Background: an optimization exercise with open tools, aiming at small area, a short achievable clock period and few clock cycles. Do not read the settings as production practice.
At most, simulation tests tie the RTL to the original design; equivalence was not proved.
Power is estimated from default activity; no workload was simulated.

v34:
## log_record_deframer_core
module log_record_deframer_core #(
    parameter int unsigned QDEPTH = 2
) (
    input  logic                          i_clk,
    input  logic                          i_rst_n,
    input  logic                          i_cfg_wr_en,
    input  logic [lrd_pkg::CFG_IDX_W-1:0] i_cfg_index,
    input  logic [31:0]                   i_cfg_wr_data,
    input  logic                          i_valid,
    output logic                          o_stall,
    input  logic                          i_func,
    input  logic [7:0]                    i_log_byte,
    output logic                          o_valid,
    input  logic                          i_stall,
    output logic [2:0]                    o_kind,
    output logic [7:0]                    o_payload_byte,
    output logic [63:0]                   o_sequence_res,
    output logic                          o_tombstone,
    output logic [31:0]                   o_key_length,
    output logic [31:0]                   o_value_length,
    output logic                          o_last
);
export LEC_CHECK = 0
export ABC_AREA = 1
export CAP_MARGIN = 20
export CORE_MARGIN = 2
export CORE_UTILIZATION = 40
export CTS_CLUSTER_DIAMETER = 100
export CTS_CLUSTER_SIZE = 25
export SLEW_MARGIN = 20
create_clock -name core_clock -period 10.0 [get_ports {i_clk}]
standard.sh (not shown) runs the stock make flow with config.mk's settings and CLKGATE_MAP_FILE= SYNTH_SCRIPT=/design/flow/synth_recipe.tcl, a recipe that flattens the netlist after the stock synthesis.
==> flow/flow/run.sh <==
#!/bin/bash
# Standard layout with two changes: the port buffers are the smallest buffer cell
# (buf_1) instead of the default pick, and repair_timing aims for more setup slack than
# the flow settings allow. Every input and output port still gets its own buffer; the
# clock period and constraints are the standard flow's.
set -euo pipefail
export BUFFER_PORTS_ARGS="-buffer_cell sky130_fd_sc_hd__buf_1"
export SETUP_SLACK_MARGIN=5.8
bash standard.sh > standard_flow.log 2>&1
In summary, v34 completed successfully, with a layout that passed the timing, DRC and antenna checks.
Testbench counts of v34, summed over its fixed seeds: cycles 22,746.
Here is what was changed in the inputs of v27 compared with v34.
- ABC_AREA removed (was 1)
-- flow/flow/run.sh --
<<< v34, line 6
set -euo pipefail
export BUFFER_PORTS_ARGS="-buffer_cell sky130_fd_sc_hd__buf_1"
export SETUP_SLACK_MARGIN=5.8
bash standard.sh > standard_flow.log 2>&1
>>> v27, line 6
set -euo pipefail
export BUFFER_PORTS_ARGS="-buffer_cell sky130_fd_sc_hd__buf_1"
export SETUP_SLACK_MARGIN=6.3
bash standard.sh > standard_flow.log 2>&1
## What came out
v34 -> v27: flip-flop and latch count delta 0, exact match. Compared with v34, v27 shows a higher number of vias per cell after detailed routing. Wire: v27 routes less than v34.
diff inputs: v27 => v4
- ABC_AREA: unset -> 1
-- flow/flow/run.sh --
<<< v27, line 6
set -euo pipefail
export BUFFER_PORTS_ARGS="-buffer_cell sky130_fd_sc_hd__buf_1"
export SETUP_SLACK_MARGIN=6.3
bash standard.sh > standard_flow.log 2>&1
>>> v4, line 6
set -euo pipefail
export BUFFER_PORTS_ARGS="-buffer_cell sky130_fd_sc_hd__buf_1"
export SETUP_SLACK_MARGIN=6.5
bash standard.sh > standard_flow.log 2>&1
Results
- Diff v27 -> v4 | first-pass GRT wire length | increase of about 5%
- Looking at slack of the critical path, v4 sits above v27.
- Relative to v27, fraction of layout cells with a size suffix above 1 has increased by 2.4 points in v4.
- v4 vs v27: overall global routing resource usage up in v4
- [v4 vs v27] transition time at the pin with the least slew margin: higher in v4
- The capturing element of the worst setup path comes out r_hash[16] in one run and r_hash[26] in the other, namely in v27 and v4 respectively.
Modified inputs, v16 compared to v4
- ABC_AREA removed (was 1)
- GPL_ROUTABILITY_DRIVEN newly set to 0
-- flow/flow/run.sh --
<<< v4, line 6
set -euo pipefail
export BUFFER_PORTS_ARGS="-buffer_cell sky130_fd_sc_hd__buf_1"
export SETUP_SLACK_MARGIN=6.5
bash standard.sh > standard_flow.log 2>&1
>>> v16, line 6
set -euo pipefail
export BUFFER_PORTS_ARGS="-buffer_cell sky130_fd_sc_hd__buf_1"
export SETUP_SLACK_MARGIN=6.0
bash standard.sh > standard_flow.log 2>&1
--- outcome ---
Of the two candidates, v4 has the better peak clock frequency supported by timing and v16 the worse one. | cell count | higher: v4 |. Iteration count of the initial detailed-routing pass for v16: 1 down relative to v4.


log_record_deframer_core again, from the RTL that the note above started with.
Settings: LEC_CHECK=0, CAP_MARGIN=20, CORE_MARGIN=2, CORE_UTILIZATION=40, CTS_CLUSTER_DIAMETER=100, CTS_CLUSTER_SIZE=25, SLEW_MARGIN=20; clock period 10.0 ns.
==> flow/flow/run.sh <==
#!/bin/bash
# Standard layout with two changes: the port buffers are the smallest buffer cell
# (buf_1) instead of the default pick, and repair_timing aims for more setup slack than
# the flow settings allow. Every input and output port still gets its own buffer; the
# clock period and constraints are the standard flow's.
set -euo pipefail
export BUFFER_PORTS_ARGS="-buffer_cell sky130_fd_sc_hd__buf_1"
export SETUP_SLACK_MARGIN=6.0
bash standard.sh > standard_flow.log 2>&1
Testbench counts at the start, summed over its fixed seeds: cycles 22,746.
Then changed:
--- a/flow/config.mk
+++ b/flow/config.mk
@@ -7,2 +7,3 @@
 export LEC_CHECK = 0
+export ABC_AREA = 1
 export CAP_MARGIN = 20
- sequential share of layout area barely changes
- clock power goes up by about 2%
- worst setup slack gets better by 0.19 ns
- clock skew shrinks by 0.011 ns
- wire length rose by 3.0%
- register-to-register slack improves by 0.19 ns
- synthesized area is higher by 2.1%
- cell count rose by 13%
- critical path depth goes up by 2
- die area climbs by 2.1%
Then changed:
--- a/flow/flow/run.sh
+++ b/flow/flow/run.sh
@@ -7,3 +7,3 @@
 export BUFFER_PORTS_ARGS="-buffer_cell sky130_fd_sc_hd__buf_1"
-export SETUP_SLACK_MARGIN=6.0
+export SETUP_SLACK_MARGIN=5.5
 bash standard.sh > standard_flow.log 2>&1
Via count falls by 1.0%.
Area after synthesis stays the same.
Count of clock-buffer cells in the layout stays the same.
Hold slack barely changes.


north:
log_record_deframer_core, a different RTL version from the one above (not shown whole).
For scale: roughly 380 flip-flops, roughly 190 I/O pins.
==> flow/design.v (excerpt) <==
module log_record_deframer_core #(
    parameter int unsigned QDEPTH = 3
) (
    input  logic                          i_clk,
    input  logic                          i_rst_n,
    input  logic                          i_cfg_wr_en,
    input  logic [lrd_pkg::CFG_IDX_W-1:0] i_cfg_index,
    input  logic [31:0]                   i_cfg_wr_data,
    input  logic                          i_valid,
    output logic                          o_stall,
    input  logic                          i_func,
    input  logic [7:0]                    i_log_byte,
    output logic                          o_valid,
    input  logic                          i_stall,
    output logic [2:0]                    o_kind,
    output logic [7:0]                    o_payload_byte,
    output logic [63:0]                   o_sequence_res,
    output logic                          o_tombstone,
    output logic [31:0]                   o_key_length,
    output logic [31:0]                   o_value_length,
    output logic                          o_last
);
make LEC_CHECK=0 ABC_CLOCK_PERIOD_IN_PS=3000 CAP_MARGIN=20 CORE_MARGIN=2 CORE_UTILIZATION=40 CTS_BUF_LIST=sky130_fd_sc_hd__clkbuf_4 SETUP_SLACK_MARGIN=5 SLEW_MARGIN=20 finish   # period 10.0 ns
run.sh (not shown) runs the stock make flow with config.mk's settings and CLKGATE_MAP_FILE= SYNTH_SCRIPT=/design/flow/synth_recipe.tcl, a recipe that flattens the netlist after the stock synthesis.
Stock flow here: none of the scripts above is used.
Edits applied to the flow inputs when going from north to south:
- SETUP_SLACK_MARGIN removed (was 5)
==> run summary <==
Worst hold slack after final layout: north vs south — no meaningful difference
Compared south against north; worst-skew pair later-pin latency within noise.
Power per cell area delta (north -> south): insignificant
Per-cell routed wire length delta (north -> south): insignificant
Diff south and north: worst setup slack higher in north
[compare] base=north new=south: sum of internal, switching and leakage power went down; utilization after layout went down; first-pass GRT wire length did not really move.
No run of this note included a check of the RTL's function; only the layout flow was run.


== rev 12 ==
log_record_deframer_core, a different RTL version from the one above (not shown whole).
Size in the first run: about 1,800 cells after synthesis, ~370 flip-flops, about 19,000 sq um of cells after synthesis.
==> flow/config.mk <==
export PLATFORM = sky130hd
export DESIGN_NAME = log_record_deframer_core
export DESIGN_NICKNAME = log_record_deframer_core
export VERILOG_FILES = /design/flow/design.v
export SDC_FILE = /design/flow/constraint.sdc
export NUM_CORES = 4
export LEC_CHECK = 0
export CAP_MARGIN = 20
export CORE_MARGIN = 2
export CORE_UTILIZATION = 40
export CTS_CLUSTER_DIAMETER = 100
export CTS_CLUSTER_SIZE = 25
export SLEW_MARGIN = 20
==> flow/constraint.sdc <==
create_clock -name core_clock -period 10.0 [get_ports {i_clk}]
set_input_delay 2.0000 -clock core_clock [delete_from_list [all_inputs] [get_ports {i_clk}]]
set_output_delay 2.0000 -clock core_clock [all_outputs]
set_load 0.01 [all_outputs]
standard.sh (not shown) runs the stock make flow with config.mk's settings and CLKGATE_MAP_FILE= SYNTH_SCRIPT=/design/flow/synth_recipe.tcl, a recipe that flattens the netlist after the stock synthesis.
==> flow/flow/run.sh <==
#!/bin/bash
# Standard layout with two changes: the port buffers are the smallest buffer cell
# (buf_1) instead of the default pick, and repair_timing aims for more setup slack than
# the flow settings allow. Every input and output port still gets its own buffer; the
# clock period and constraints are the standard flow's.
set -euo pipefail
export BUFFER_PORTS_ARGS="-buffer_cell sky130_fd_sc_hd__buf_1"
export SETUP_SLACK_MARGIN=6.5
bash standard.sh > standard_flow.log 2>&1
Testbench counts of rev 12, summed over its fixed seeds: cycles 22,746.
Edits applied to the flow inputs when going from rev 12 to rev 13:
Settings: swapping 25 for 30 in CTS_CLUSTER_SIZE; swapping 100 for 60 in CTS_CLUSTER_DIAMETER; putting SETUP_SLACK_MARGIN at 5 where nothing was set.
==> flow/flow/run.sh <==
#!/bin/bash
# Standard layout, but the port buffers are the smallest buffer cell (buf_1) instead of
# the default pick; every input and output port still gets its own buffer.
set -euo pipefail
export BUFFER_PORTS_ARGS="-buffer_cell sky130_fd_sc_hd__buf_1"
bash standard.sh > standard_flow.log 2>&1
==> comparison <==
Post-layout instance area in rev 13 is 640 sq um lower than in rev 12
Going from rev 12 to rev 13, setup slack of the critical path after layout fell 0.38 ns; number of buffers inserted to repair setup after CTS fell 43; proportion of total power due to net switching about even.
Rev 13: pre-CTS setup slack 0.50 ns below rev 12
Rev 12 → rev 13: smallest hold slack shrank by 0.0063 ns, share of power burned in registers grew by 4.6 points.
[rev 13] number of global-route vias before repair fell 807 relative to rev 12
Result for rev 12 and rev 13: all clean
The area of placed instances in rev 13 was lower than what rev 12 gave.
Summary of rev 13 over rev 12: count of vias placed by the detailed router shows a reduction of 268, clock network area share shows an increase of 2.4 points.

## port drivers added, routing unchanged
No port has a modelled driver above. Below, the same layouts with a new extraction and two added sets of constraints. Step 1, drivers: a clkbuf_16 drives i_clk and a buf_2 each remaining input, both assumed. Step 2 times the ports against the registers' clock, not the clock port: input delays grow and output delays shrink by t, the midpoint of the rising clock arrivals with the driver on. Three values: no drivers, after step 1, after step 2; two values: the first two.
| run | shift t [ns] | setup WS [ns] | worst register clock-pin slew, ns |
|---|---|---|---|
| v34 | 0.602 | 6.024 / 6.024 / 5.960 | 0.11 / 0.11 |
| v27 | 0.599 | 5.910 / 5.910 / 5.910 | 0.11 / 0.11 |
| v4 | 0.611 | 6.156 / 6.156 / 6.055 | 0.11 / 0.11 |
| v16 | 0.601 | 5.900 / 5.900 / 5.900 | 0.10 / 0.10 |
| the first run of note 2 | 0.604 | 5.914 / 5.914 / 5.908 | 0.11 / 0.11 |
| the second run of note 2 | 0.602 | 6.107 / 6.107 / 5.951 | 0.11 / 0.11 |
| the third run of note 2 | 0.601 | 5.789 / 5.789 / 5.789 | 0.11 / 0.11 |
| north | 0.868 | 5.202 / 5.202 / 5.202 | 0.07 / 0.07 |
| south | 0.869 | 4.821 / 4.821 / 4.821 | 0.07 / 0.07 |
| rev 12 | 0.603 | 5.560 / 5.560 / 5.560 | 0.11 / 0.11 |
| rev 13 | 0.646 | 5.176 / 5.176 / 5.176 | 0.09 / 0.09 |
After both steps setup and hold are still met in every run listed. The setup slack of the second run of note 2, which loses most, moves by 0.000 ns with the drivers and by -0.156 ns with both steps.
